This is an optimization exercise on Yosys and OpenROAD, whose aim is a short achievable clock period and few clock cycles per item, not a production implementation.
Only simulation tests tie the RTL to the original design; equivalence was not proved.
In every run shown here, the design's own scripts or RTL, not TritonCTS, make the clock network.
The flow treats the clock pin as an ideal source. Dropping or thinning the clock tree relies on that and would not hold on a real chip.
Power is estimated from default activity; no workload was simulated.

--- flow/config.mk ---
export PLATFORM = sky130hd
export DESIGN_NAME = pcie_ingress_top
export DESIGN_NICKNAME = pcie_ingress_top
export VERILOG_FILES = /design/flow/design.v
export SDC_FILE = /design/flow/constraint.sdc
export NUM_CORES = 4
export LEC_CHECK = 0
export CAP_MARGIN = 20
export CORE_AREA = 5 5 225 225
export CTS_CLUSTER_DIAMETER = 60
export CTS_CLUSTER_SIZE = 30
export DIE_AREA = 0 0 230 230
export SETUP_SLACK_MARGIN = 3.3
export SLEW_MARGIN = 20
--- flow/constraint.sdc ---
create_clock -name core_clock -period 5.0 [get_ports {clk}]
set_input_delay 1.0000 -clock core_clock [delete_from_list [all_inputs] [get_ports {clk}]]
set_output_delay 1.0000 -clock core_clock [all_outputs]
set_load 0.01 [all_outputs]
--- flow/design.v ---
`default_nettype none
package pcie_ingress_pkg;
  localparam int BUF_ADDR_W = 11;
  localparam logic [4:0] TYPE_MWR = 5'b00000;
  localparam logic [4:0] TYPE_CPL = 5'b01010;
  localparam logic [1:0] M_HDR   = 2'd0;
  localparam logic [1:0] M_MWR   = 2'd1;
  localparam logic [1:0] M_CPL   = 2'd2;
  localparam logic [1:0] M_DRAIN = 2'd3;
endpackage
`default_nettype wire
`default_nettype none
module ingress_fifo (
  input  wire         clk,
  input  wire         rst,
  input  wire         i_push,
  input  wire [32:0]  i_beat,
  output logic        o_valid,
  output logic [31:0] o_data,
  output logic        o_last,
  output logic        o_credit_return
);
  always_ff @(posedge clk) begin
    if (rst) begin
      o_valid         <= 1'b0;
      o_credit_return <= 1'b0;
    end else begin
      o_valid         <= i_push;
      o_credit_return <= i_push;
    end
  end
  always_ff @(posedge clk) begin
    o_data <= i_beat[32:1];
    o_last <= i_beat[0];
  end
endmodule
`default_nettype wire
`default_nettype none
module tlp_router (
  input  wire         clk,
  input  wire         rst,
  input  wire         i_valid,
  input  wire [31:0]  i_data,
  input  wire         i_last,
  output logic        o_ev,         
  output logic [31:0] o_data,       
  output logic [31:0] o_addr,       
  output logic        o_cpl_we,     
  output logic        o_cpl_first,
  output logic        o_cpl_last,
  output logic [7:0]  o_tag,
  output logic [11:0] o_byte_cnt,
  output logic [9:0]  o_dw_cnt,
  output logic [4:0]  o_lower_dw
);
  logic [1:0] mode;
  logic [1:0] hs;
  logic       first;
  logic       is4;
  logic       is_mwr;
  logic       is_cpld;
  logic       hdr_end;
  assign hdr_end = (hs == 2'd3) || (hs == 2'd2 && !is4);
  always_ff @(posedge clk) begin
    if (rst) begin
      mode        <= pcie_ingress_pkg::M_HDR;
      hs          <= 2'd0;
      first       <= 1'b0;
      o_ev        <= 1'b0;
      o_cpl_we    <= 1'b0;
      o_cpl_last  <= 1'b0;
    end else begin
      o_ev       <= i_valid && (mode == pcie_ingress_pkg::M_MWR) && first;
      o_cpl_we   <= i_valid && (mode == pcie_ingress_pkg::M_CPL);
      o_cpl_last <= i_valid && (mode == pcie_ingress_pkg::M_CPL) && i_last;
      if (i_valid) begin
        if (mode == pcie_ingress_pkg::M_HDR) begin
          if (i_last) begin
            hs <= 2'd0;
          end else if (hdr_end) begin
            hs    <= 2'd0;
            first <= 1'b1;
            mode  <= is_mwr  ? pcie_ingress_pkg::M_MWR :
                     is_cpld ? pcie_ingress_pkg::M_CPL : pcie_ingress_pkg::M_DRAIN;
          end else begin
            hs <= hs + 2'd1;
          end
        end else begin
          first <= 1'b0;
          if (i_last) mode <= pcie_ingress_pkg::M_HDR;
        end
      end
    end
  end
  always_ff @(posedge clk) begin
    o_data      <= i_data;
    o_cpl_first <= first;
    if (i_valid && mode == pcie_ingress_pkg::M_HDR) begin
      if (hs == 2'd0) begin
        is4      <= i_data[29];
        is_mwr   <= (i_data[28:24] == pcie_ingress_pkg::TYPE_MWR) && i_data[30];
        is_cpld  <= (i_data[28:24] == pcie_ingress_pkg::TYPE_CPL) && (i_data[30:29] == 2'b10);
        o_dw_cnt <= i_data[9:0];
      end
      if (hs == 2'd1) o_byte_cnt <= i_data[11:0];
      if (hs == 2'd2) begin
        o_tag      <= i_data[15:8];
        o_lower_dw <= i_data[6:2];
      end
      if (hs[1]) o_addr <= i_data;
    end
  end
endmodule
`default_nettype wire
`default_nettype none
module ctrl_reg_decoder (
  input  wire          clk,
  input  wire          rst,
  input  wire [31:0]   i_control_addr_base,
  input  wire          i_ev,
  input  wire [31:0]   i_data,
  input  wire [31:0]   i_addr,
  output logic [225:0] o_regs,
  output logic         o_reg_write_stb,
  output logic         o_update_buf_stb,
  output logic [38:0]  o_cmd
);
  logic [31:0] base_q;
  logic [29:0] nb;
  logic        nb_cin;
  always_ff @(posedge clk) begin
    base_q <= i_control_addr_base;
  end
  assign nb     = ~base_q[31:2];
  assign nb_cin = (base_q[1:0] == 2'b00);
  logic [29:0] a;
  logic [21:0] ux;
  logic [21:0] uo;
  logic [7:0]  s1;
  logic        c1;
  logic        t1;
  logic        x1;
  assign a  = i_addr[31:2];
  assign ux = a[29:8] ^ nb[29:8];
  assign uo = a[29:8] | nb[29:8];
  always_ff @(posedge clk) begin
    {c1, s1} <= {1'b0, a[7:0]} + {1'b0, nb[7:0]} + 9'(nb_cin);
    t1       <= &(~(ux[21:1] ^ uo[20:0]));
    x1       <= ux[0];
  end
  logic       up_zero;
  logic       setup2;     
  logic       lowreg2;    
  logic       cmdwin2;    
  logic [3:0] s2;
  assign up_zero = t1 && (x1 == c1);
  always_ff @(posedge clk) begin
    setup2  <= up_zero && !s1[7];
    lowreg2 <= up_zero && (s1[7:3] == 5'd0);
    cmdwin2 <= up_zero && (s1[7:4] == 4'h8) && (s1[3:0] <= 4'd10);
    s2      <= s1[3:0];
  end
  logic        ev3;
  logic [31:0] data3;
  always_ff @(posedge clk) begin
    if (rst) ev3 <= 1'b0;
    else     ev3 <= i_ev;
    data3 <= i_data;
  end
  logic        rws4;
  logic        ubs4;
  logic        cmd4;
  logic [7:0]  en4;
  logic [1:0]  ubv4;
  logic [2:0]  kind4;
  logic [1:0]  sel4;
  logic        fifo4;
  logic [31:0] data4;
  logic [2:0]  dkind;
  logic [1:0]  dsel;
  logic        dfifo;
  always_comb begin
    dkind = 3'd5;
    dsel  = 2'd0;
    dfifo = 1'b0;
    if (cmdwin2) begin
      case (s2)
        4'd0:    begin dkind = 3'd0; dsel = 2'd0; dfifo = 1'b0; end
        4'd1:    begin dkind = 3'd1; dsel = 2'd1; dfifo = 1'b0; end
        4'd2:    begin dkind = 3'd1; dsel = 2'd1; dfifo = 1'b1; end
        4'd3:    begin dkind = 3'd2; dsel = 2'd1; dfifo = 1'b0; end
        4'd4:    begin dkind = 3'd2; dsel = 2'd1; dfifo = 1'b1; end
        4'd5:    begin dkind = 3'd1; dsel = 2'd2; dfifo = 1'b0; end
        4'd6:    begin dkind = 3'd2; dsel = 2'd2; dfifo = 1'b0; end
        4'd7:    begin dkind = 3'd1; dsel = 2'd3; dfifo = 1'b0; end
        4'd8:    begin dkind = 3'd2; dsel = 2'd3; dfifo = 1'b0; end
        4'd9:    begin dkind = 3'd3; dsel = 2'd0; dfifo = 1'b0; end
        4'd10:   begin dkind = 3'd4; dsel = 2'd0; dfifo = 1'b0; end
        default: ;
      endcase
    end
  end
  always_ff @(posedge clk) begin
    if (rst) begin
      rws4 <= 1'b0;
      ubs4 <= 1'b0;
      cmd4 <= 1'b0;
      en4  <= 8'd0;
    end else begin
      rws4 <= ev3 && setup2;
      cmd4 <= ev3 && !setup2;
      ubs4 <= ev3 && (!setup2 || (lowreg2 && s2[2:0] == 3'd1));
      for (int k = 0; k < 8; k++) en4[k] <= ev3 && lowreg2 && (s2[2:0] == 3'(k));
    end
    ubv4  <= setup2 ? data3[1:0] : 2'b00;
    kind4 <= dkind;
    sel4  <= dsel;
    fifo4 <= dfifo;
    data4 <= data3;
  end
  logic        cmd_stb;
  logic [2:0]  cmd_kind;
  logic [1:0]  cmd_sel;
  logic        cmd_fifo;
  logic [31:0] cmd_data;
  always_ff @(posedge clk) begin
    if (rst) begin
      o_regs           <= '0;
      o_reg_write_stb  <= 1'b0;
      o_update_buf_stb <= 1'b0;
      cmd_stb          <= 1'b0;
    end else begin
      o_reg_write_stb  <= rws4;
      o_update_buf_stb <= ubs4;
      cmd_stb          <= cmd4;
      if (en4[0]) o_regs[225:194] <= data4;
      if (en4[2]) o_regs[193:162] <= data4;
      if (en4[3]) o_regs[161:130] <= data4;
      if (en4[4]) o_regs[129:98]  <= data4;
      if (en4[5]) o_regs[97:66]   <= data4;
      if (en4[6]) o_regs[65:34]   <= data4;
      if (en4[7]) o_regs[33:2]    <= data4;
      if (ubs4)   o_regs[1:0]     <= ubv4;
    end
  end
  always_ff @(posedge clk) begin
    cmd_kind <= kind4;
    cmd_sel  <= sel4;
    cmd_fifo <= fifo4;
    cmd_data <= data4;
  end
  assign o_cmd = {cmd_stb, cmd_kind, cmd_sel, cmd_fifo, cmd_data};
endmodule
`default_nettype wire
`default_nettype none
module cpl_buffer_writer (
  input  wire         clk,
  input  wire         rst,
  input  wire         i_we,
  input  wire         i_first,
  input  wire         i_last,
  input  wire [31:0]  i_data,
  input  wire [7:0]   i_tag,
  input  wire [11:0]  i_byte_cnt,
  input  wire [9:0]   i_dw_cnt,
  input  wire [4:0]   i_lower_dw,
  input  wire [10:0]  i_buf_offset,
  output logic [43:0] o_buf,
  output logic [30:0] o_cplt
);
  logic [10:0] off_q;
  logic [10:0] start;
  logic        we;
  logic [10:0] addr;
  logic [10:0] nxt;
  logic [31:0] data;
  logic        cplt_stb;
  logic [7:0]  tag;
  logic [11:0] byte_cnt;
  logic [9:0]  dw_cnt;
  always_ff @(posedge clk) begin
    off_q <= i_buf_offset;
    start <= off_q + 11'(i_lower_dw);
  end
  always_ff @(posedge clk) begin
    if (rst) begin
      we       <= 1'b0;
      cplt_stb <= 1'b0;
    end else begin
      we       <= i_we;
      cplt_stb <= i_we && i_last;
    end
  end
  always_ff @(posedge clk) begin
    data     <= i_data;
    tag      <= i_tag;
    byte_cnt <= i_byte_cnt;
    dw_cnt   <= i_dw_cnt;
    addr <= i_first ? start : nxt;
    if (i_we) nxt <= (i_first ? start : nxt) + 11'd1;
  end
  assign o_buf  = {we, addr, data};
  assign o_cplt = {cplt_stb, tag, byte_cnt, dw_cnt};
endmodule
`default_nettype wire
`default_nettype none
module pcie_ingress_top (
  input  wire                                    clk,
  input  wire                                    rst,
  input  wire                                    i_beat_valid,
  input  wire [32:0]                             i_beat,
  input  wire [31:0]                             i_control_addr_base,
  input  wire [pcie_ingress_pkg::BUF_ADDR_W-1:0] i_buf_offset,
  output logic                                   o_credit_return,
  output logic [225:0]                           o_regs,
  output logic                                   o_reg_write_stb,
  output logic                                   o_update_buf_stb,
  output logic [38:0]                            o_cmd,
  output logic [43:0]                            o_buf,
  output logic [30:0]                            o_cplt
);
  logic        b_valid;
  logic [31:0] b_data;
  logic        b_last;
  logic        ev;
  logic [31:0] r_data;
  logic [31:0] r_addr;
  logic        cpl_we;
  logic        cpl_first;
  logic        cpl_last;
  logic [7:0]  tag;
  logic [11:0] byte_cnt;
  logic [9:0]  dw_cnt;
  logic [4:0]  lower_dw;
  ingress_fifo u_fifo (
    .clk             (clk),
    .rst             (rst),
    .i_push          (i_beat_valid),
    .i_beat          (i_beat),
    .o_valid         (b_valid),
    .o_data          (b_data),
    .o_last          (b_last),
    .o_credit_return (o_credit_return)
  );
  tlp_router u_router (
    .clk         (clk),
    .rst         (rst),
    .i_valid     (b_valid),
    .i_data      (b_data),
    .i_last      (b_last),
    .o_ev        (ev),
    .o_data      (r_data),
    .o_addr      (r_addr),
    .o_cpl_we    (cpl_we),
    .o_cpl_first (cpl_first),
    .o_cpl_last  (cpl_last),
    .o_tag       (tag),
    .o_byte_cnt  (byte_cnt),
    .o_dw_cnt    (dw_cnt),
    .o_lower_dw  (lower_dw)
  );
  ctrl_reg_decoder u_reg_dec (
    .clk                 (clk),
    .rst                 (rst),
    .i_control_addr_base (i_control_addr_base),
    .i_ev                (ev),
    .i_data              (r_data),
    .i_addr              (r_addr),
    .o_regs              (o_regs),
    .o_reg_write_stb     (o_reg_write_stb),
    .o_update_buf_stb    (o_update_buf_stb),
    .o_cmd               (o_cmd)
  );
  cpl_buffer_writer u_cpl_wr (
    .clk          (clk),
    .rst          (rst),
    .i_we         (cpl_we),
    .i_first      (cpl_first),
    .i_last       (cpl_last),
    .i_data       (r_data),
    .i_tag        (tag),
    .i_byte_cnt   (byte_cnt),
    .i_dw_cnt     (dw_cnt),
    .i_lower_dw   (lower_dw),
    .i_buf_offset (i_buf_offset),
    .o_buf        (o_buf),
    .o_cplt       (o_cplt)
  );
endmodule
`default_nettype wire
--- flow/flow/run.sh ---
#!/bin/bash
# Standard layout, except that the clock tree built by the CTS step is replaced
# by a two-level balanced tree (flow/myct.tcl, run as the CTS step's post hook).
set -euo pipefail
export MYCT_NLEAF=32
export POST_CTS_TCL="$PWD/flow/myct.tcl"
bash standard.sh finish > standard.log 2>&1
--- flow/flow/myct.tcl ---
# Rebuild the clock tree as two balanced buffer levels.
# The clock port drives NL1 first-level clkbuf_16; each of those drives a group of
# leaf clkbuf_16, each leaf drives a cluster of flip-flops found by recursive
# bisection of their placed positions.

set ct_nl1   [expr {[info exists ::env(MYCT_NL1)] ? $::env(MYCT_NL1) : 4}]
set ct_nleaf [expr {[info exists ::env(MYCT_NLEAF)] ? $::env(MYCT_NLEAF) : 16}]
set ct_l1cell   [expr {[info exists ::env(MYCT_L1CELL)] ? $::env(MYCT_L1CELL) : "sky130_fd_sc_hd__clkbuf_16"}]
set ct_leafcell [expr {[info exists ::env(MYCT_LEAFCELL)] ? $::env(MYCT_LEAFCELL) : "sky130_fd_sc_hd__clkbuf_16"}]

set db    [ord::get_db]
set block [ord::get_db_block]
set clk   [$block findNet clk]

# collect the sinks behind the existing tree and the tree's buffers
set sinks {}
set bufs {}
set nets {}
set todo [list $clk]
while {[llength $todo]} {
  set net [lindex $todo 0]
  set todo [lrange $todo 1 end]
  foreach it [$net getITerms] {
    if {![$it isInputSignal]} { continue }
    set inst [$it getInst]
    set mname [[$inst getMaster] getName]
    if {[string match "*clkbuf*" $mname] || [string match "*clkinv*" $mname] || [string match "sky130_fd_sc_hd__buf_*" $mname] && [string match "clk*" [$inst getName]]} {
      lappend bufs $inst
      foreach o [$inst getITerms] {
        if {[$o isOutputSignal] && [$o getNet] ne "NULL"} {
          lappend nets [$o getNet]
          lappend todo [$o getNet]
        }
      }
    } else {
      lappend sinks $it
    }
  }
}
puts "myct: [llength $sinks] sinks, removing [llength $bufs] buffers"
# dummy loads the tree synthesis added for balance go with the tree
set ffs {}
set loads {}
foreach it $sinks {
  set inst [$it getInst]
  set mname [[$inst getMaster] getName]
  if {[string match "clkload*" [$inst getName]]} {
    lappend loads $inst
  } elseif {[string match "*df*" $mname]} {
    lappend ffs $it
  } else {
    error "myct: unexpected clock sink $mname [$inst getName]"
  }
}
set sinks $ffs
puts "myct: [llength $sinks] flip-flops, removing [llength $loads] dummy loads"
foreach it $sinks { $it disconnect }
foreach l $loads { odb::dbInst_destroy $l }
foreach b $bufs { odb::dbInst_destroy $b }
foreach n $nets { odb::dbNet_destroy $n }

proc sink_xy {it} {
  set bb [[$it getInst] getBBox]
  return [list [expr {([$bb xMin] + [$bb xMax]) / 2}] [expr {([$bb yMin] + [$bb yMax]) / 2}]]
}

# split items (list of {x y payload}) into n groups of near equal size
proc bisect {items n} {
  if {$n <= 1} { return [list $items] }
  set xs {}; set ys {}
  foreach i $items { lappend xs [lindex $i 0]; lappend ys [lindex $i 1] }
  set w [expr {[tcl::mathfunc::max {*}$xs] - [tcl::mathfunc::min {*}$xs]}]
  set h [expr {[tcl::mathfunc::max {*}$ys] - [tcl::mathfunc::min {*}$ys]}]
  set k [expr {$w >= $h ? 0 : 1}]
  set sorted [lsort -integer -index $k $items]
  set n1 [expr {$n / 2}]
  set cut [expr {int(round(double([llength $sorted]) * $n1 / $n))}]
  return [concat [bisect [lrange $sorted 0 [expr {$cut - 1}]] $n1] \
                 [bisect [lrange $sorted $cut end] [expr {$n - $n1}]]]
}

proc centroid {items} {
  set sx 0; set sy 0
  foreach i $items { incr sx [lindex $i 0]; incr sy [lindex $i 1] }
  set n [llength $items]
  return [list [expr {$sx / $n}] [expr {$sy / $n}]]
}

proc place_at {inst xy} {
  set m [$inst getMaster]
  set x [expr {[lindex $xy 0] - [$m getWidth] / 2}]
  set y [expr {[lindex $xy 1] - [$m getHeight] / 2}]
  $inst setLocation $x $y
  $inst setPlacementStatus PLACED
}

set items {}
foreach it $sinks { lappend items [concat [sink_xy $it] [list $it]] }

set l1m   [$db findMaster $ct_l1cell]
set leafm [$db findMaster $ct_leafcell]
set per_l1 [expr {$ct_nleaf / $ct_nl1}]

set gi 0
set li 0
foreach grp [bisect $items $ct_nl1] {
  set l1 [odb::dbInst_create $block $l1m "myct_l1_$gi"]
  set l1net [odb::dbNet_create $block "myct_l1net_$gi"]
  $l1net setSigType CLOCK
  [$l1 findITerm A] connect $clk
  [$l1 findITerm X] connect $l1net
  set leafxy {}
  foreach cl [bisect $grp $per_l1] {
    set lf [odb::dbInst_create $block $leafm "myct_leaf_$li"]
    set lfnet [odb::dbNet_create $block "myct_leafnet_$li"]
    $lfnet setSigType CLOCK
    [$lf findITerm A] connect $l1net
    [$lf findITerm X] connect $lfnet
    foreach i $cl { [lindex $i 2] connect $lfnet }
    set c [centroid $cl]
    place_at $lf $c
    lappend leafxy $c
    incr li
  }
  place_at $l1 [centroid $leafxy]
  incr gi
}
puts "myct: built $gi first-level and $li leaf buffers"

detailed_placement
estimate_parasitics -placement
report_clock_skew
report_clock_min_period
repair_timing_helper
detailed_placement
check_placement -verbose
report_clock_skew
report_worst_slack -max
report_worst_slack -min
--- flow/standard.sh ---
#!/bin/bash
# synth_recipe.tcl (not shown) runs the flow's synth.tcl, then flattens the netlist and writes it again
# the make line also repeats each setting of config.mk as NAME=value (left out here)
make -C /OpenROAD-flow-scripts/flow DESIGN_CONFIG=/design/flow/config.mk WORK_HOME=/design/flow/orfs CLKGATE_MAP_FILE= SYNTH_SCRIPT=/design/flow/synth_recipe.tcl "${@:-finish}"
==> key figures, run 1 <==
Run
  • Max-capacitance violation count: 0

Route
  • Count of vias placed by the detailed router: 11.5k
  • Number of detailed-routing iterations run before antenna repair: 5
  • Antenna-violating nets left: 0
  • Initial DRC Count: 609
  • Via density: 4.61
  • Routed Wire Length: 49.7 mm
  • Average wire per cell in the routed design: 19.9 um
  • Drc violations: 0

Critical path
  • Largest fanout of any net on the critical path: 2
  • Critical path required time: 5.29 ns
  • CP Class: reg -> reg
  • Arrival @ worst endpoint: 2.21 ns
  • CP endpoint kind: flop
  • Startpoint Class: flop

Synth
  • Sequential element share of the synthesized area: 0.704
  • Netlist Area Pre-Place: 18700 um^2
  • Synthesized instance count: 1426
  • Primary flip-flop cell chosen by synthesis mapping: dfxtp_1
  • Post-Synthesis Mean Instance Area: 13.1 um^2
  • Synthesized netlist net count: 1550
  • Synth area leader: dfxtp_1
  • Count of cell types in the netlist: 52
  • Number of flops mapped to enable cells by yosys: 79
  • YS warnings: 4
  • Top cells by area in the synthesized netlist: dfxtp_1 (58%), edfxtp_1 (13%), mux2i_1 (12%), nor2_1 (4.9%), ha_1 (2.8%)
  • Post-synthesis register bit count: 619
  • Proportion of register bits with asynchronous set or reset after synthesis: 0
  • Proportion of netlist area held by the largest area contributor: 0.577

Finish
  • Layout cells sized above 1: 0.428
  • Net count reported at finish: 2013
  • Layout area overhead: 37.4%
  • Total non-filler cell area in the finished layout: 25700 um^2
  • Diodes inserted: 0
  • Number of fill cells in the layout: 4066

Global route
  • Remaining global-route overflow: 0
  • Global-route wire length before repair: 73.0 mm
  • Initial antenna violation count: 1
  • Vias in the first global route: 11.5k
  • Maximum number of pins on one net before global-route repair: 123
  • GRT Util Overall: 0.178

Timing
  • Worst rel slew slack: 0.510
  • Setup slack of the critical path after layout: 3.09 ns
  • Hold violation count in the final report: 0
  • Setup clock skew after layout: 0.0117 ns
  • Final setup violation count: 0
  • Ratio of final minimum period to clock period: 0.383
  • Total negative slack: 0 ns
  • Post-layout min period: 1.91 ns
  • Pins over their slew limit: 0
  • Final worst hold slack: 0.321 ns
  • Unrepaired setup endpoints after global routing: yes
  • Worst-Margin Slew: 0.735 ns
  • Fmax: 522 MHz

Floorplan
  • I/O pin count: 422
  • Total Die Area: 52900 um^2
  • Die width: 230 um
  • DIE HEIGHT: 230 um
  • Initial Utilization: 0.391
  • Std cell rows: 80
  • Core area: 47800 um^2

Clock network
  • Sinks on the clock net: 619
  • Register clock-pin slew on the reported worst setup and hold paths: 0.08 ns
  • Latest clock arrival within the worst-skew pair: 0.36 ns

Placement
  • Area after detailed placement: 23500 um^2
  • Minimum setup slack after placement: 2.37 ns
  • # port buffers: 421
  • Final GP Congestion: 0.800
  • Detailed placer's ending HPWL: 34.8 mm

Worst hold path
  • HP Class: reg -> reg

Power and ir drop
  • Total power of the final layout: 0.00828 W
  • Leakage Power: 10.2 nW
  • Worst vdd ir: 0.282 mV
  • PD cells: 322 nW/um^2

Status
  • Outcome: timing/DRC/antenna clean
## placed cells by master, fill, tap and decap left out, types with 5 or more instances in the layout
cell | Yosys | final
nand2_1 | 15 | 15
mux2i_1 | 232 | 231
nor2_1 | 246 | 245
edfxtp_1 | 79 | 79
o21ai_0 | 5 | 5
and2_1 | 14 | 13
dfxtp_2 | 0 | 311
xnor2_1 | 36 | 36
xor2_1 | 10 | 10
dfxtp_4 | 0 | 11
buf_2 | 22 | 30
ha_1 | 42 | 38
clkdlybuf4s50_1 | 0 | 77
a21oi_1 | 12 | 9
clkbuf_16 | 0 | 37
inv_1 | 47 | 44
dfxtp_1 | 540 | 218
buf_4 | 5 | 60
nor3_1 | 8 | 7
buf_6 | 1 | 314
nor2b_1 | 10 | 8
nand3_1 | 6 | 5
## power breakdown
part | switching [W] | total, W | leakage (nW) | internal (W)
logic | 0.000129 | 0.000296 | 4.42 | 0.000167
clock network | 0.00145 | 0.00274 | 0.444 | 0.00129
registers | 0.000108 | 0.00525 | 5.30 | 0.00514
## through the flow
| step | cells | util |
|---|---|---|
| finish | 2502 | 0.538 |
| global route | 2502 | 0.538 |
| detailed placement | 2408 | 0.492 |
| global placement | 2408 | 0.492 |
| floorplan | 1426 | - |
## path summary, 6_finish.rpt
check | from | endpoint | slack, ns | cells after the start
worst max-delay path | u_reg_dec.base_q[1]$_DFF_P_ | u_reg_dec.c1$_DFF_P_ | 3.09 | 9
worst min-delay path | u_router.o_data[2]$_DFF_P_ | u_cpl_wr.data[2]$_DFF_P_ | 0.32 | 0
worst max register to register | u_reg_dec.base_q[1]$_DFF_P_ | u_reg_dec.c1$_DFF_P_ | 3.09 | 9
worst min register to register | u_router.o_data[2]$_DFF_P_ | u_cpl_wr.data[2]$_DFF_P_ | 0.32 | 0
## metal layers
metal,wire (um),global-route usage,part of all wire
met5,0,0,0
met4,1240,0.0454,0.025
met3,2580,0.0375,0.052
met2,23600,0.296,0.47
met1,22300,0.239,0.45
## state kept, by name, indices dropped and copies added (netlist names), 10 cells and up
register	count
u_router.o_addr	30
u_cpl_wr.start	11
u_cpl_wr.off_q	11
u_fifo.o_data	32
u_reg_dec.data4	32
u_cpl_wr.data	32
u_router.o_byte_cnt	12
u_router.o_data	32
u_reg_dec.o_regs	226
u_reg_dec.cmd_data	32
u_cpl_wr.nxt	11
u_reg_dec.base_q	32
u_cpl_wr.dw_cnt	10
u_cpl_wr.addr	11
u_cpl_wr.byte_cnt	12
u_router.o_dw_cnt	10
## critical path, stage by stage, from the launching register on
cell and delay (ns):
dfxtp_1 0.31, or2_4 0.25, fa_2 0.35, inv_2 0.06
fa_2 0.19, a21o_1 0.12, a21oi_2 0.06, o211ai_1 0.26
a21oi_1 0.12, o21bai_1 0.13
## cells in the mapped netlist (4+ instances only)
library cell    n
clkbuf_1       32
xnor2_1        36
nor3_1          8
nor2_1        246
mux2i_1       232
nand4_1         4
o21ai_0         5
nor2b_1        10
ha_1           42
and3_1          4
nor4_1          4
nand2_1        15
buf_2          22
mux2_2          4
inv_1          47
nand3_1         6
a21oi_1        12
edfxtp_1       79
xor2_1         10
buf_1           4
buf_4           5
dfxtp_1       540
and2_1         14
## cell type report
type	count	area [um^2]	share of cell area
Buffer	36	901	0.0350
Inverter	47	176	0.00686
Multi-Input combinational cell	697	5210	0.203
Sequential cell	619	13600	0.529
Tap cell	615	769	0.0299
Timing Repair Buffer	488	5050	0.196
## kinds of logic (layout without fill, tap and decap cells)
group	Yosys count	after routing	share of synthesized area
mux	238	238	0.128
compound gates	40	40	0.0144
fa+ha+maj	45	45	0.0313
simple gates	327	328	0.0758
buf+inv	111	571	0.0251
flops	619	619	0.704
xor+xnor	46	46	0.0215
Testbench counts, summed over its fixed seeds: cycles 18,144, items 2,400.
==> run 2, diff against run 1 <==
==> flow/flow/run.sh (replaced) <==
#!/bin/bash
# Standard layout, except that the clock tree built by the CTS step is replaced
# by a two-level balanced tree (flow/myct.tcl, run as the CTS step's post hook).
set -euo pipefail
export MYCT_NLEAF=24
export POST_CTS_TCL="$PWD/flow/myct.tcl"
bash standard.sh finish > standard.log 2>&1
==> run 2 against run 1 <==
Net effect: cell area fell by 0.89%; global-route usage shrank 0.14 points; flip-flop and latch count is the same; clock power shrank 12%; critical endpoint unchanged.
==> key figures, run 2 <==
Route
  • Number of detailed-routing iterations run before antenna repair: 4 (-1)
  • Count of vias placed by the detailed router: 11.4k (-0.89%)
  • Antenna-violating nets left: 0 (unchanged)
  • Drc violations: 0 (unchanged)
  • Via density: 4.59 (-0.50%)
  • Average wire per cell in the routed design: 19.7 um (-0.90%)
  • Initial DRC Count: 560 (-8.0%)
  • Routed Wire Length: 49.1 mm (-1.3%)

Finish
  • Leading cell type in the layout, fill and taps excluded: buf_6
  • Layout area overhead: 36.2%
  • Highest-count cells in the layout ignoring fill and taps: buf_6 (314), dfxtp_2 (311), nor2_1 (245), mux2i_1 (231), dfxtp_1 (218)
  • Layout cells sized above 1: 0.424 (-0.00336)
  • Most flops, register: u_reg_dec.o_regs
  • Final design utilization: 0.533 (-0.00476)
  • Max reg flops: 226 (unchanged)
  • Net count reported at finish: 2002 (-0.55%)

Timing
  • Fmax: 521 MHz (-0.25%)
  • Setup clock skew after layout: 0.0131 ns (+0.00135 ns)
  • Worst-Margin Slew: 0.740 ns (+0.00508 ns)
  • Worst rel slew slack: 0.506 (-0.00338)
  • Pins over their slew limit: 0 (unchanged)
  • Final setup violation count: 0 (unchanged)
  • Unrepaired setup endpoints after global routing: yes
  • Setup slack of the critical path after layout: 3.08 ns (-0.00473 ns)
  • Ratio of final minimum period to clock period: 0.384 (+0.000946)
  • Hold violation count in the final report: 0 (unchanged)
  • Post-layout min period: 1.92 ns (+0.00473 ns)
  • Total negative slack: 0 ns (unchanged)

Floorplan
  • Total Die Area: 52900 um^2 (unchanged)
  • Std cell rows: 80 (unchanged)
  • Die width: 230 um (unchanged)
  • DIE HEIGHT: 230 um (unchanged)
  • Core area: 47800 um^2 (unchanged)
  • I/O pin count: 422 (unchanged)
  • Initial Utilization: 0.391 (unchanged)

Global route
  • Global-route wire length before repair: 72.5 mm (-0.72%)
  • Initial antenna violation count: 2 (+1)
  • GRT Util Overall: 0.176 (-0.00138)
  • Remaining global-route overflow: 0 (unchanged)
  • Vias in the first global route: 11.4k (-1.3%)
  • Maximum number of pins on one net before global-route repair: 123 (unchanged)

Clock network
  • Register clock-pin slew on the reported worst setup and hold paths: 0.10 ns (+0.02 ns)
  • Sinks on the clock net: 619 (unchanged)
  • Latest clock arrival within the worst-skew pair: 0.35 ns (about the same)

Critical path
  • Startpoint Class: flop
  • CP endpoint kind: flop
  • Worst setup path startpoint: u_reg_dec.base_q[1]$_DFF_P_
  • CP Class: reg -> reg
  • Reg-to-reg critical path startpoint: u_reg_dec.base_q[1]$_DFF_P_
  • Critical path required time: 5.28 ns (about the same)
  • Arrival @ worst endpoint: 2.20 ns (about the same)
  • Largest fanout of any net on the critical path: 2 (unchanged)

Synth
  • Synthesized instance count: 1426 (unchanged)
  • Number of flops mapped to enable cells by yosys: 79 (unchanged)
  • Primary flip-flop cell chosen by synthesis mapping: dfxtp_1
  • Netlist Area Pre-Place: 18700 um^2 (unchanged)
  • Sequential element share of the synthesized area: 0.704 (unchanged)
  • YS warnings: 4 (unchanged)
  • Proportion of register bits with asynchronous set or reset after synthesis: 0 (unchanged)
  • Top cells by area in the synthesized netlist: dfxtp_1 (58%), edfxtp_1 (13%), mux2i_1 (12%), nor2_1 (4.9%), ha_1 (2.8%)
  • Count of cell types in the netlist: 52 (unchanged)
  • Post-synthesis register bit count: 619 (unchanged)
  • Post-Synthesis Mean Instance Area: 13.1 um^2 (unchanged)
  • Synthesized netlist net count: 1550 (unchanged)
  • Most instantiated cells after synthesis: dfxtp_1 (540), nor2_1 (246), mux2i_1 (232)
  • Dominant cell by count in the synthesized netlist: dfxtp_1
  • Proportion of netlist area held by the largest area contributor: 0.577 (unchanged)
  • Synth area leader: dfxtp_1

Placement
  • Detailed placer's ending HPWL: 34.8 mm (unchanged)
  • Final GP Congestion: 0.800 (unchanged)
  • # port buffers: 421 (unchanged)
  • Minimum setup slack after placement: 2.37 ns (unchanged)

Power and ir drop
  • Leakage Power: 10.0 nW (-1.2%)
  • Worst vdd ir: 0.302 mV (+7.0%)
  • Total power of the final layout: 0.00795 W (-4.1%)
  • PD cells: 312 nW/um^2 (-3.2%)

Worst hold path
  • Hold Startpoint: u_router.o_data[19]$_DFF_P_
  • HP Class: reg -> reg

Status
  • Outcome: timing/DRC/antenna clean

Run
  • Max-capacitance violation count: 0 (unchanged)
-- run 2: final cells by class --
| type | count | area [um^2] |
|---|---|---|
| Tap cell | 615 | 769 |
| Fill cell | 4101 | 22300 |
| Multi-Input combinational cell | 697 | 5210 |
| Inverter | 47 | 176 |
| Sequential cell | 619 | 13600 |
| Antenna cell | 1 | 2.50 |
| Timing Repair Buffer | 485 | 5020 |
| Buffer | 28 | 701 |
-- run 2: path summary, 6_finish.rpt --
check             slack [ns]  cells after the start                        end
hold reg to reg         0.32                      0  u_cpl_wr.data[19]$_DFF_P_
setup reg to reg        3.08                      9       u_reg_dec.c1$_DFF_P_
hold / removal          0.32                      0  u_cpl_wr.data[19]$_DFF_P_
setup / recovery        3.08                      9       u_reg_dec.c1$_DFF_P_
-- run 2: cell families (layout without fill, tap and decap cells) --
kind of cell | Yosys count | count (layout) | share of synthesized area
adders and majority gates | 45 | 45 | 0.0313
and+or+nand+nor | 327 | 328 | 0.0758
AOI/OAI and AO/OA | 40 | 40 | 0.0144
buffers and inverters | 111 | 560 | 0.0251
xor gates and xnor gates | 46 | 46 | 0.0215
DFF | 619 | 619 | 0.704
other | 0 | 1 | 0
muxes | 238 | 238 | 0.128
-- run 2: layer usage --
layer  up-vias  track usage  share of wire
met5         -            0              0
met1      5492        0.236           0.45
met2       300        0.295           0.47
met3        54       0.0385          0.054
li1       5586            -              -
met4         0       0.0437          0.023
-- run 2: critical path, stage by stage, from the launching register on --
cell,delay (ns)
dfxtp_1,0.31
or2_4,0.25
fa_2,0.35
inv_2,0.06
fa_2,0.19
a21o_1,0.12
a21oi_2,0.06
o211ai_1,0.26
a21oi_1,0.12
o21bai_1,0.13
-- run 2: per-stage QoR --
step / cell area (um^2) / hold slack (ns) / cells
2_1_floorplan: 18800 / 0.310 / 1426
3_3_place_gp: 23500 / 0.311 / 2408
3_5_place_dp: 23500 / 0.312 / 2408
5_1_grt: 25500 / 0.335 / 2492
6_report: 25500 / 0.323 / 2492
-- run 2: where the power goes --
group | total (W) | switching [W] | internal [W]
logic | 0.000294 | 0.000128 | 0.000166
clock network | 0.00240 | 0.00139 | 0.00101
registers | 0.00525 | 0.000107 | 0.00514
==> run 3, diff against run 2 <==
--- a/flow/design.v
+++ b/flow/design.v
@@ -127,32 +127,44 @@
 );
   logic [31:0] base_q;
   logic [29:0] nb;
-  logic        nb_cin;
+  logic [8:0]  nbl;       
   always_ff @(posedge clk) begin
     base_q <= i_control_addr_base;
+    nbl    <= {1'b0, ~base_q[9:2]} + 9'(base_q[1:0] == 2'b00);
   end
-  assign nb     = ~base_q[31:2];
-  assign nb_cin = (base_q[1:0] == 2'b00);
+  assign nb = ~base_q[31:2];
   logic [29:0] a;
   logic [21:0] ux;
   logic [21:0] uo;
-  logic [7:0]  s1;
-  logic        c1;
+  logic [3:0]  s1_lo;
+  logic        c1_lo;
+  logic [4:0]  s1_hi0;
+  logic [4:0]  s1_hi1;
+  logic        k1;
   logic        t1;
   logic        x1;
   assign a  = i_addr[31:2];
   assign ux = a[29:8] ^ nb[29:8];
   assign uo = a[29:8] | nb[29:8];
   always_ff @(posedge clk) begin
-    {c1, s1} <= {1'b0, a[7:0]} + {1'b0, nb[7:0]} + 9'(nb_cin);
-    t1       <= &(~(ux[21:1] ^ uo[20:0]));
-    x1       <= ux[0];
+    {c1_lo, s1_lo} <= {1'b0, a[3:0]} + {1'b0, nbl[3:0]};
+    s1_hi0         <= {1'b0, a[7:4]} + {1'b0, nbl[7:4]};
+    s1_hi1         <= {1'b0, a[7:4]} + {1'b0, nbl[7:4]} + 5'd1;
+    k1             <= nbl[8];
+    t1             <= &(~(ux[21:1] ^ uo[20:0]));
+    x1             <= ux[0];
   end
+  logic [4:0] s1_hi;
+  logic [7:0] s1;
+  logic       c1;
   logic       up_zero;
   logic       setup2;     
   logic       lowreg2;    
   logic       cmdwin2;    
   logic [3:0] s2;
+  assign s1_hi   = c1_lo ? s1_hi1 : s1_hi0;
+  assign s1      = {s1_hi[3:0], s1_lo};
+  assign c1      = s1_hi[4] | k1;
   assign up_zero = t1 && (x1 == c1);
   always_ff @(posedge clk) begin
     setup2  <= up_zero && !s1[7];
==> flow/flow/run.sh (replaced) <==
#!/bin/bash
# Standard layout, except that the clock tree built by the CTS step is replaced
# by a two-level balanced tree (flow/myct.tcl, run as the CTS step's post hook).
set -euo pipefail
export MYCT_NLEAF=32
export POST_CTS_TCL="$PWD/flow/myct.tcl"
bash standard.sh finish > standard.log 2>&1
==> run 3 against run 2 <==
Net effect: still clean on timing, DRC and antenna; worst hold slack lost 0.0015 ns; sequential power grew 3%; maximum frequency up 2.1%; clock power increased by 15%; worst setup slack better by 0.040 ns; synthesized cell count grew 3.2%; critical endpoint is now o_buf[27]; largest power group unchanged.
==> key figures, run 3 <==
Placement
  • Detailed placer's ending HPWL: 34.8 mm (about the same)
  • Area after detailed placement: 24100 um^2 (+2.2%)
  • Cells after DPL: 2452 (+1.8%)
  • Final GP Congestion: 0.804 (+0.46%)
  • # port buffers: 421 (unchanged)

Critical path
  • Startpoint Class: flop
  • Arrival @ worst endpoint: 0.88 ns (-1.32 ns)
  • Critical path buffers and inverters: 1 (unchanged)
  • CP endpoint kind: output pin
  • Critical path required time: 4.00 ns (-1.28 ns)
  • Max incr delay on CP: 0.39 ns (+0.04 ns)
  • Largest fanout of any net on the critical path: 2 (unchanged)
  • CP Class: reg -> out
  • Worst-path cell chain: buf_6
  • Master of the slowest instance on the critical path: dfxtp_4
  • Critical path's top delay family: flip-flops

Timing
  • Pins over their slew limit: 0 (unchanged)
  • Setup clock skew after layout: 0.0258 ns (+0.0128 ns)
  • Worst rel slew slack: 0.518 (+0.0118)
  • Final setup violation count: 0 (unchanged)
  • Total negative slack: 0 ns (unchanged)
  • Post-layout min period: 1.88 ns (-0.0395 ns)
  • Fmax: 532 MHz (+2.1%)
  • Ratio of final minimum period to clock period: 0.376 (-0.00790)
  • Worst-Margin Slew: 0.723 ns (-0.0177 ns)
  • Hold violation count in the final report: 0 (unchanged)
  • Unrepaired setup endpoints after global routing: yes

Route
  • Number of detailed-routing iterations run before antenna repair: 4 (unchanged)
  • Routed Wire Length: 50.3 mm (+2.6%)
  • Antenna-violating nets left: 0 (unchanged)
  • Average wire per cell in the routed design: 19.8 um (+0.48%)
  • Drc violations: 0 (unchanged)
  • Count of vias placed by the detailed router: 11.7k (+2.8%)
  • Initial DRC Count: 569 (+1.6%)
  • Via density: 4.62 (+0.67%)

Finish
  • Layout cells sized above 1: 0.420 (-0.00448)
  • Layout area overhead: 36.2% (about the same)
  • Final design utilization: 0.549 (+0.0164)
  • Net count reported at finish: 2057 (+2.7%)
  • Total non-filler cell area in the finished layout: 26300 um^2 (+3.1%)
  • Max reg flops: 226 (unchanged)
  • Leading cell type in the layout, fill and taps excluded: dfxtp_2
  • Most flops, register: u_reg_dec.o_regs
  • Highest-count cells in the layout ignoring fill and taps: dfxtp_2 (321), buf_6 (320), nor2_1 (241), mux2i_1 (231), dfxtp_1 (229)
  • Cell Count, Final, Fillers Out: 2544 (+2.1%)

Floorplan
  • I/O pin count: 422 (unchanged)
  • Total Die Area: 52900 um^2 (unchanged)
  • Core area: 47800 um^2 (unchanged)
  • Initial Utilization: 0.403 (+0.0121)
  • DIE HEIGHT: 230 um (unchanged)
  • Die width: 230 um (unchanged)
  • Std cell rows: 80 (unchanged)

Synth
  • Primary flip-flop cell chosen by synthesis mapping: dfxtp_1
  • Count of cell types in the netlist: 50 (-3.8%)
  • Dominant cell by count in the synthesized netlist: dfxtp_1
  • Post-Synthesis Mean Instance Area: 13.1 um^2 (-0.13%)
  • Sequential element share of the synthesized area: 0.699 (-0.00449)
  • YS warnings: 4 (unchanged)
  • Netlist Area Pre-Place: 19300 um^2 (+3.1%)
  • Most instantiated cells after synthesis: dfxtp_1 (556), nor2_1 (242), mux2i_1 (231)
  • Post-synthesis register bit count: 635 (+2.6%)
  • Synthesized netlist net count: 1600 (+3.2%)
  • Synth area leader: dfxtp_1
  • Top cells by area in the synthesized netlist: dfxtp_1 (58%), edfxtp_1 (12%), mux2i_1 (12%), nor2_1 (4.7%), ha_1 (3.0%)
  • Number of flops mapped to enable cells by yosys: 79 (unchanged)
  • Proportion of register bits with asynchronous set or reset after synthesis: 0 (unchanged)
  • Proportion of netlist area held by the largest area contributor: 0.577 (-0.000693)
  • Synthesized instance count: 1472 (+3.2%)

Global route
  • Vias in the first global route: 11.8k (+4.1%)
  • Remaining global-route overflow: 0 (unchanged)
  • Global-route wire length before repair: 74.3 mm (+2.5%)
  • GRT Util Overall: 0.181 (+0.00433)
  • Initial antenna violation count: 6 (+4)
  • Maximum number of pins on one net before global-route repair: 63 (-49%)

Power and ir drop
  • Switching Fraction: 0.206 (+0.00142)
  • Leakage Power: 10.4 nW (+3.5%)
  • Internal power summed over all cells: 0.00676 W (+6.9%)
  • Sequential fraction of design power: 0.635 (-0.026)
  • PD cells: 324 nW/um^2 (+3.9%)
  • Fraction of power consumed by the clock network: 0.326 (+0.024)
  • Share of total power in combinational logic: 0.039 (+0.002)
  • Worst vdd ir: 0.290 mV (-3.9%)
  • Switching Power: 0.00175 W (+7.8%)
  • Total power of the final layout: 0.00851 W (+7.1%)

Worst hold path
  • HP Class: reg -> reg

Clock network
  • Latest clock arrival within the worst-skew pair: 0.37 ns (+0.02 ns)
  • Register clock-pin slew on the reported worst setup and hold paths: 0.08 ns (-0.02 ns)
  • Sinks on the clock net: 635 (+2.6%)

Status
  • Outcome: timing/DRC/antenna clean

Run
  • Max-capacitance violation count: 0 (unchanged)
run 3: cells by family (layout without fill, tap and decap cells):
logic type / Yosys count / in the layout / share of synthesized area
other: 0 / 2 / 0
multiplexers: 239 / 239 / 0.125
buffers and inverters: 109 / 560 / 0.0246
AO/OA/AOI/OAI: 40 / 40 / 0.0141
AND/OR/NAND/NOR: 348 / 352 / 0.0806
XOR/XNOR: 52 / 52 / 0.0236
flip-flops: 635 / 635 / 0.699
adder cells (fa/ha/maj): 49 / 49 / 0.0329
run 3: area by class of cell:
cell class | instances | area (um^2)
sequential | 635 | 13900
multi-input combinational | 732 | 5470
inverter | 45 | 169
timing repair buffer | 479 | 5040
antenna | 2 | 5.00
buffer | 36 | 901
fill | 3984 | 21600
tap | 615 | 769
run 3: layer usage:
metal,vias up,global-route usage,wire length [um]
li1,5752,-,-
met1,5616,0.234,21900
met2,309,0.300,23700
met3,64,0.0512,3590
met4,8,0.0473,1100
met5,-,0,59
run 3: metrics by stage:
stage                     setup slack, ns  hold WS, ns
after floorplan                      3.18        0.310
after global placement               2.48        0.310
after detailed placement             2.44        0.312
after global routing                 3.09        0.333
final                                3.12        0.322
run 3: worst paths after layout:
| path | startpoint | slack (ns) | depth (start not counted) | to |
|---|---|---|---|---|
| worst min register to register | u_reg_dec.sel4[1]$_SDFF_PN0_ | 0.32 | 0 | u_reg_dec.cmd_sel[1]$_DFF_P_ |
| worst max-delay path | u_cpl_wr.data[27]$_DFF_P_ | 3.12 | 1 | o_buf[27] |
| worst min-delay path | u_reg_dec.sel4[1]$_SDFF_PN0_ | 0.32 | 0 | u_reg_dec.cmd_sel[1]$_DFF_P_ |
| worst max register to register | u_router.o_lower_dw[0]$_DFFE_PP_ | 3.21 | 9 | u_cpl_wr.start[6]$_DFF_P_ |
run 3: power groups by stage:
stage	Clock [W]	Combinational [W]	Sequential [W]
after global placement	0	0.000303	0.00552
after detailed placement	0	0.000304	0.00552
after global routing	0.00304	0.000364	0.00542
final	0.00277	0.000333	0.00540
after floorplan	0	0.000132	0.00548
Testbench counts of run 3, summed over its fixed seeds: cycles 18,144, items 2,400.
==> run 4, diff against run 3 <==
==> flow/flow/run.sh (replaced) <==
#!/bin/bash
# Standard layout, except that the clock tree built by the CTS step is replaced
# by a two-level balanced tree (flow/myct.tcl, run as the CTS step's post hook).
set -euo pipefail
export MYCT_NLEAF=24
export POST_CTS_TCL="$PWD/flow/myct.tcl"
bash standard.sh finish > standard.log 2>&1
==> run 4 against run 3 <==
Net effect: still clean; die area did not move; clock power fell by 12%; power fell by 3.9%; critical path depth did not move; worst setup slack improved by 0.012 ns; register-to-register slack improved by 0.02 ns; core utilization fell by 0.43 points; flip-flop and latch count did not move; combinational power barely moved; largest power group unchanged.
==> key figures, run 4 <==
Power and ir drop
  • Share of total power in combinational logic: 0.041 (+0.002)
  • Total power of the final layout: 0.00817 W (-3.9%)
  • Worst vdd ir: 0.298 mV (+2.7%)
  • Fraction of power consumed by the clock network: 0.298 (-0.028)
  • Sequential fraction of design power: 0.661 (+0.026)
  • PD cells: 313 nW/um^2 (-3.2%)
  • Switching Power: 0.00168 W (-3.7%)
  • Leakage Power: 10.3 nW (-1.0%)
  • Switching Fraction: 0.206 (+0.000508)
  • Internal power summed over all cells: 0.00649 W (-4.0%)

Route
  • Drc violations: 0 (unchanged)
  • Routed Wire Length: 50.0 mm (-0.69%)
  • Number of detailed-routing iterations run before antenna repair: 5 (+1)
  • Initial DRC Count: 561 (-1.4%)
  • Via density: 4.61 (-0.28%)
  • Average wire per cell in the routed design: 19.7 um (-0.33%)
  • Count of vias placed by the detailed router: 11.7k (-0.63%)
  • Antenna-violating nets left: 0 (unchanged)

Finish
  • Max reg flops: 226 (unchanged)
  • Layout area overhead: 35.1%
  • Net count reported at finish: 2048 (-0.44%)
  • Highest-count cells in the layout ignoring fill and taps: dfxtp_2 (321), buf_6 (320), nor2_1 (241), mux2i_1 (231), dfxtp_1 (229)
  • Register area: 13900 um^2 (unchanged)
  • Multi-input combinational cell area: 5470 um^2 (about the same)
  • Most flops, register: u_reg_dec.o_regs
  • Number of fill cells in the layout: 4015 (+0.78%)
  • Layout cells sized above 1: 0.417 (-0.00272)
  • Leading cell type in the layout, fill and taps excluded: dfxtp_2

Critical path
  • Arrival @ worst endpoint: 0.87 ns (about the same)
  • CP Class: reg -> out
  • Startpoint Class: flop
  • Critical path buffers and inverters: 1 (unchanged)
  • Master of the slowest instance on the critical path: dfxtp_4
  • Critical path required time: 4.00 ns (about the same)
  • Critical path's top delay family: flip-flops
  • Max incr delay on CP: 0.39 ns (about the same)
  • CP endpoint kind: output pin
  • Largest fanout of any net on the critical path: 2 (unchanged)
  • Worst-path cell chain: buf_6

Floorplan
  • Std cell rows: 80 (unchanged)
  • I/O pin count: 422 (unchanged)
  • Total Die Area: 52900 um^2 (unchanged)
  • Die width: 230 um (unchanged)
  • Core area: 47800 um^2 (unchanged)
  • DIE HEIGHT: 230 um (unchanged)
  • Initial Utilization: 0.403 (unchanged)

Global route
  • Maximum number of pins on one net before global-route repair: 63 (unchanged)
  • GRT Util Overall: 0.181 (-0.000259)
  • Remaining global-route overflow: 0 (unchanged)
  • Vias in the first global route: 11.8k (-0.68%)
  • Initial antenna violation count: 6 (unchanged)
  • Global-route wire length before repair: 74.2 mm (-0.18%)

Synth
  • Netlist Area Pre-Place: 19300 um^2 (unchanged)
  • XOR/XNOR Fraction of Synth Area: 0.0236 (unchanged)
  • Post-synthesis mux area share: 0.125 (unchanged)
  • Dominant cell by count in the synthesized netlist: dfxtp_1
  • Synth Area in Simple Gates: 0.0806 (unchanged)
  • YS warnings: 4 (unchanged)
  • Synth Area in Adders: 0.0329 (unchanged)
  • Top cells by area in the synthesized netlist: dfxtp_1 (58%), edfxtp_1 (12%), mux2i_1 (12%), nor2_1 (4.7%), ha_1 (3.0%)
  • Proportion of netlist area held by the largest area contributor: 0.577 (unchanged)
  • Post-Synthesis Mean Instance Area: 13.1 um^2 (unchanged)
  • Proportion of register bits with asynchronous set or reset after synthesis: 0 (unchanged)
  • Primary flip-flop cell chosen by synthesis mapping: dfxtp_1
  • Post-synthesis register bit count: 635 (unchanged)
  • Compound-Gate Fraction of Synth Area: 0.0141 (unchanged)
  • Sequential element share of the synthesized area: 0.699 (unchanged)
  • Count of cell types in the netlist: 50 (unchanged)
  • Number of flops mapped to enable cells by yosys: 79 (unchanged)
  • Synthesized netlist net count: 1600 (unchanged)
  • Largest family of logic cells by synthesized area: multiplexers
  • Most instantiated cells after synthesis: dfxtp_1 (556), nor2_1 (242), mux2i_1 (231)
  • Synthesized instance count: 1472 (unchanged)
  • Synth area leader: dfxtp_1

Timing
  • Setup clock skew after layout: 0.0187 ns (-0.00717 ns)
  • Worst rel slew slack: 0.514 (-0.00401)
  • Fmax: 535 MHz (+0.62%)
  • Total negative slack: 0 ns (unchanged)
  • Post-layout min period: 1.87 ns (-0.0116 ns)
  • Worst-Margin Slew: 0.729 ns (+0.00601 ns)
  • Hold violation count in the final report: 0 (unchanged)
  • Ratio of final minimum period to clock period: 0.374 (-0.00233)
  • Pins over their slew limit: 0 (unchanged)
  • Unrepaired setup endpoints after global routing: yes
  • Final setup violation count: 0 (unchanged)

Clock network
  • Register clock-pin slew on the reported worst setup and hold paths: 0.10 ns (+0.02 ns)
  • Sinks on the clock net: 635 (unchanged)
  • Latest clock arrival within the worst-skew pair: 0.36 ns (about the same)

Placement
  • Detailed placer's ending HPWL: 34.8 mm (unchanged)
  • # port buffers: 421 (unchanged)
  • Final GP Congestion: 0.804 (unchanged)

Run
  • Max-capacitance violation count: 0 (unchanged)

Status
  • Outcome: timing/DRC/antenna clean

Worst hold path
  • HP Class: reg -> reg
-- run 4: cell counts after synthesis --
No cell type changed its count.
-- run 4: area by class of cell --
type,count,share of cell area
multi-input combinational,732,0.210
buffer,28,0.0269
antenna,2,0.000192
inverter,45,0.00648
timing repair buffer,478,0.193
tap,615,0.0295
sequential,635,0.534
-- run 4: metal layers --
layer / routed length (um) / global-route usage
met4: 819 / 0.0411
met1: 21700 / 0.235
met3: 3710 / 0.0518
met2: 23700 / 0.301
met5: 60 / 0
-- run 4: worst paths after layout --
path,from,to,slack [ns],depth (start not counted)
worst max register to register,u_router.o_lower_dw[0]$_DFFE_PP_,u_cpl_wr.start[10]$_DFF_P_,3.23,8
worst max-delay path,u_cpl_wr.data[25]$_DFF_P_,o_buf[25],3.13,1
worst min-delay path,u_router.o_data[26]$_DFF_P_,u_cpl_wr.data[26]$_DFF_P_,0.32,0
worst min register to register,u_router.o_data[26]$_DFF_P_,u_cpl_wr.data[26]$_DFF_P_,0.32,0
-- run 4: metrics by stage --
step	hold slack [ns]	instances	instance area (um^2)	utilization	setup WS [ns]
6_report	0.319	2535	26100	0.545	3.13
2_1_floorplan	0.310	1472	19300	-	3.18
5_1_grt	0.333	2534	26100	0.545	3.10
3_3_place_gp	0.310	2452	24100	0.503	2.48
3_5_place_dp	0.312	2452	24100	0.503	2.44
-- run 4: power by group through the flow --
stage                     combinational (W)  clock (W)  sequential [W]
after floorplan                    0.000132          0         0.00548
after global placement             0.000303          0         0.00552
after detailed placement           0.000304          0         0.00552
after global routing               0.000363    0.00272         0.00542
final                              0.000332    0.00244         0.00540
-- run 4: cell families after synthesis --
| kind of cell | count (synthesis) |
|---|---|
| AND/OR/NAND/NOR | 348 |
| multiplexers | 239 |
| flip-flops | 635 |
| buffers and inverters | 109 |
| AO/OA/AOI/OAI | 40 |
| XOR/XNOR | 52 |
| adder cells (fa/ha/maj) | 49 |
==> run 5, diff against run 4 <==
--- a/flow/design.v
+++ b/flow/design.v
@@ -21,15 +21,11 @@
   output logic        o_credit_return
 );
   always_ff @(posedge clk) begin
-    if (rst) begin
-      o_valid         <= 1'b0;
-      o_credit_return <= 1'b0;
-    end else begin
-      o_valid         <= i_push;
-      o_credit_return <= i_push;
-    end
+    if (rst) o_credit_return <= 1'b0;
+    else     o_credit_return <= i_push;
   end
   always_ff @(posedge clk) begin
+    o_valid <= i_push;
     o_data <= i_beat[32:1];
     o_last <= i_beat[0];
   end
@@ -177,7 +173,7 @@
   always_ff @(posedge clk) begin
     if (rst) ev3 <= 1'b0;
     else     ev3 <= i_ev;
-    data3 <= i_data;
+    if (i_ev) data3 <= i_data;
   end
   logic        rws4;
   logic        ubs4;
==> run 5 against run 4 <==
Net effect: critical endpoint is now o_regs[33]; cell area is 3.8% higher; via count is 3.3% higher; combinational power is 8.1% lower; core utilization is 2.1 points higher.
==> key figures, run 5 <==
Critical path
  • Startpoint Class: flop
  • Worst-path cell chain: buf_6
  • Critical path's top delay family: flip-flops
  • Master of the slowest instance on the critical path: dfxtp_4
  • Critical path required time: 4.00 ns (about the same)
  • CP endpoint kind: output pin
  • Max incr delay on CP: 0.38 ns (about the same)
  • Largest fanout of any net on the critical path: 2 (unchanged)
  • Arrival @ worst endpoint: 0.86 ns (about the same)
  • CP Class: reg -> out
  • Critical path buffers and inverters: 1 (unchanged)

Route
  • Highest metal layer with signal wires: met4
  • Post-route met1 wirelength: 23.0 mm (+5.9%)
  • Drc violations: 0 (unchanged)
  • Detail Route met2 WL: 25.1 mm (+5.7%)
  • Average wire per cell in the routed design: 20.2 um (+2.4%)
  • Number of detailed-routing iterations run before antenna repair: 4 (-1)
  • Via density: 4.71 (+2.3%)
  • Count of vias placed by the detailed router: 12.1k (+3.3%)
  • Routed Wire Length: 51.7 mm (+3.5%)
  • Antenna-violating nets left: 0 (unchanged)
  • Met3 WL: 2.60 mm (-30%)
  • Initial DRC Count: 681 (+21%)

Clock network
  • Latest clock arrival within the worst-skew pair: 0.36 ns (about the same)
  • Register clock-pin slew on the reported worst setup and hold paths: 0.11 ns (about the same)
  • Sinks on the clock net: 668 (+5.2%)

Floorplan
  • I/O pin count: 422 (unchanged)
  • Initial Utilization: 0.423 (+0.0198)
  • Core area: 47800 um^2 (unchanged)
  • DIE HEIGHT: 230 um (unchanged)
  • Std cell rows: 80 (unchanged)
  • Total Die Area: 52900 um^2 (unchanged)
  • Die width: 230 um (unchanged)

Placement
  • Final GP Congestion: 0.763 (-5.1%)
  • # port buffers: 421 (unchanged)
  • Detailed placer's ending HPWL: 35.8 mm (+2.9%)

Synth
  • Most instantiated cells after synthesis: dfxtp_1 (557), nor2_1 (240), mux2i_1 (233)
  • Sequential element share of the synthesized area: 0.715 (+0.0158)
  • Synth area leader: dfxtp_1
  • Proportion of register bits with asynchronous set or reset after synthesis: 0 (unchanged)
  • Synthesized instance count: 1493 (+1.4%)
  • Top cells by area in the synthesized netlist: dfxtp_1 (55%), edfxtp_1 (16%), mux2i_1 (12%), nor2_1 (4.4%), ha_1 (2.8%)
  • Primary flip-flop cell chosen by synthesis mapping: dfxtp_1
  • Netlist Area Pre-Place: 20300 um^2 (+4.9%)
  • Post-Synthesis Mean Instance Area: 13.6 um^2 (+3.4%)
  • YS warnings: 4 (unchanged)
  • Dominant cell by count in the synthesized netlist: dfxtp_1
  • Post-synthesis register bit count: 668 (+5.2%)
  • Number of flops mapped to enable cells by yosys: 111 (+41%)
  • Count of cell types in the netlist: 53 (+6.0%)
  • Proportion of netlist area held by the largest area contributor: 0.551 (-0.0259)
  • Synthesized netlist net count: 1621 (+1.3%)

Finish
  • Most flops, register: u_reg_dec.o_regs
  • Net count reported at finish: 2076 (+1.4%)
  • Highest-count cells in the layout ignoring fill and taps: dfxtp_2 (319), buf_6 (314), nor2_1 (238), dfxtp_1 (236), mux2i_1 (232)
  • Leading cell type in the layout, fill and taps excluded: dfxtp_2
  • Diodes inserted: 0 (-2)
  • Layout area overhead: 33.7%
  • Max reg flops: 226 (unchanged)
  • Layout cells sized above 1: 0.414 (-0.00292)

Timing
  • Post-layout min period: 1.86 ns (-0.0127 ns)
  • Fmax: 539 MHz (+0.68%)
  • Pins over their slew limit: 0 (unchanged)
  • Worst-Margin Slew: 1.12 ns (+0.388 ns)
  • Setup clock skew after layout: 0.0194 ns (+0.000705 ns)
  • Hold violation count in the final report: 0 (unchanged)
  • Ratio of final minimum period to clock period: 0.371 (-0.00254)
  • Final setup violation count: 0 (unchanged)
  • Total negative slack: 0 ns (unchanged)
  • Worst rel slew slack: 0.256 (-0.259)
  • Unrepaired setup endpoints after global routing: yes

Status
  • Outcome: timing/DRC/antenna clean

Global route
  • Vias in the first global route: 12.2k (+4.0%)
  • Maximum number of pins on one net before global-route repair: 125 (+98%)
  • Global-route wire length before repair: 76.1 mm (+2.5%)
  • Initial antenna violation count: 0 (-6)
  • GRT Util Overall: 0.184 (+0.00376)
  • Remaining global-route overflow: 0 (unchanged)

Power and ir drop
  • Leakage Power: 10.6 nW (+3.0%)
  • Share of total power in combinational logic: 0.036 (-0.005)
  • Internal power summed over all cells: 0.00676 W (+4.2%)
  • Fraction of power consumed by the clock network: 0.296 (-0.002)
  • Worst vdd ir: 0.305 mV (+2.5%)
  • Switching Fraction: 0.201 (-0.00464)
  • Switching Power: 0.00170 W (+1.2%)
  • PD cells: 313 nW/um^2 (-0.25%)
  • Total power of the final layout: 0.00846 W (+3.6%)
  • Sequential fraction of design power: 0.668 (+0.007)

Worst hold path
  • HP Class: reg -> reg

Run
  • Max-capacitance violation count: 0 (unchanged)
run 5: cell count changes after synthesis, moves of 3 or more:
| cell | change |
|---|---|
| edfxtp_1 | +32 |
| nand2_1 | -9 |
| nor3b_1 | -6 |
| nor3_1 | -5 |
| a21oi_1 | +4 |
| a211oi_1 | +3 |
| inv_1 | -3 |
| o21ai_0 | -3 |
run 5: per-stage QoR:
stage	std cells	cell area (um^2)	worst slack (ns)	utilization	hold WS, ns
after global placement	2473	25000	2.49	0.523	0.316
final	2561	27100	3.14	0.566	0.331
after detailed placement	2473	25000	2.48	0.523	0.314
after global routing	2561	27100	3.11	0.566	0.336
after floorplan	1493	20400	3.20	-	0.310
run 5: path summary, 6_finish.rpt:
kind                                     start                            end  slack (ns)  depth (start not counted)
max          u_reg_dec.o_regs[33]$_SDFFE_PP0P_                     o_regs[33]        3.14                          1
min              u_reg_dec.kind4[0]$_SDFF_PN1_  u_reg_dec.cmd_kind[0]$_DFF_P_        0.33                          0
min reg2reg      u_reg_dec.kind4[0]$_SDFF_PN1_  u_reg_dec.cmd_kind[0]$_DFF_P_        0.33                          0
max reg2reg       u_router.o_addr[6]$_DFFE_PP_    u_reg_dec.s1_hi1[4]$_DFF_P_        3.25                          8
run 5: cell families (layout without fill, tap and decap cells):
logic type | count (synthesis) | in the layout | share of synthesized area
xor+xnor | 52 | 52 | 0.0225
mux | 240 | 240 | 0.119
buf+inv | 106 | 556 | 0.0228
fa+ha+maj | 49 | 49 | 0.0314
simple gates | 333 | 336 | 0.0738
compound gates | 45 | 45 | 0.0150
flops | 668 | 668 | 0.715
run 5: area by class of cell:
| cell class | count | area [um^2] |
|---|---|---|
| repair buffers | 486 | 5040 |
| fillers | 3967 | 20800 |
| flip-flops and latches | 668 | 14900 |
| well taps | 615 | 769 |
| inverters | 42 | 158 |
| multi-input cells | 722 | 5520 |
| plain buffers | 28 | 701 |
run 5: layer usage:
metal / global-route usage / vias to the layer above
met4: 0.0404 / 0
li1: - / 5861
met2: 0.313 / 288
met3: 0.0364 / 47
met5: 0 / -
met1: 0.247 / 5866
run 5: power groups by stage:
stage / sequential (W) / clock (W) / combinational, W
global route: 0.00567 / 0.00277 / 0.000336
floorplan: 0.00575 / 0 / 0.000143
detailed placement: 0.00577 / 0 / 0.000288
finish: 0.00565 / 0.00251 / 0.000305
global placement: 0.00577 / 0 / 0.000286
Testbench counts of run 5, summed over its fixed seeds: cycles 18,144, items 2,400.

port drivers added, routing unchanged:
In the flow no input, the clock included, has a driving cell. The finished layouts below were timed again as built, in two steps.
Step 1 assumes that a clkbuf_16 drives the clock port and a buf_2 every other input.
Step 2 times the ports against the registers' clock, not the clock port: input delays grow and output delays shrink by t, the midpoint of the rising clock arrivals with the driver on.
Three values: ideal ports, drivers, drivers and shift; two values: the first two.
| run | shift t [ns] | setup WS [ns] | worst setup path after step 2 | slew at the worst register clock pin (ns) | pins driven straight from the clock port |
|---|---|---|---|---|---|
| run 1 | 0.476 | 3.085 / 2.993 / 2.963 | input to register | 0.08 / 0.08 | 4 |
| run 2 | 0.467 | 3.080 / 2.995 / 2.869 | input to register | 0.10 / 0.10 | 4 |
| run 3 | 0.473 | 3.120 / 3.007 / 2.877 | input to register | 0.08 / 0.08 | 4 |
| run 4 | 0.464 | 3.131 / 3.018 / 2.869 | input to register | 0.10 / 0.10 | 4 |
| run 5 | 0.468 | 3.144 / 3.030 / 2.913 | input to register | 0.11 / 0.11 | 4 |
After both steps every run listed still meets setup and hold. For run 4, which loses most, drivers alone change the setup slack by -0.113 ns; drivers and shift together by -0.262 ns.
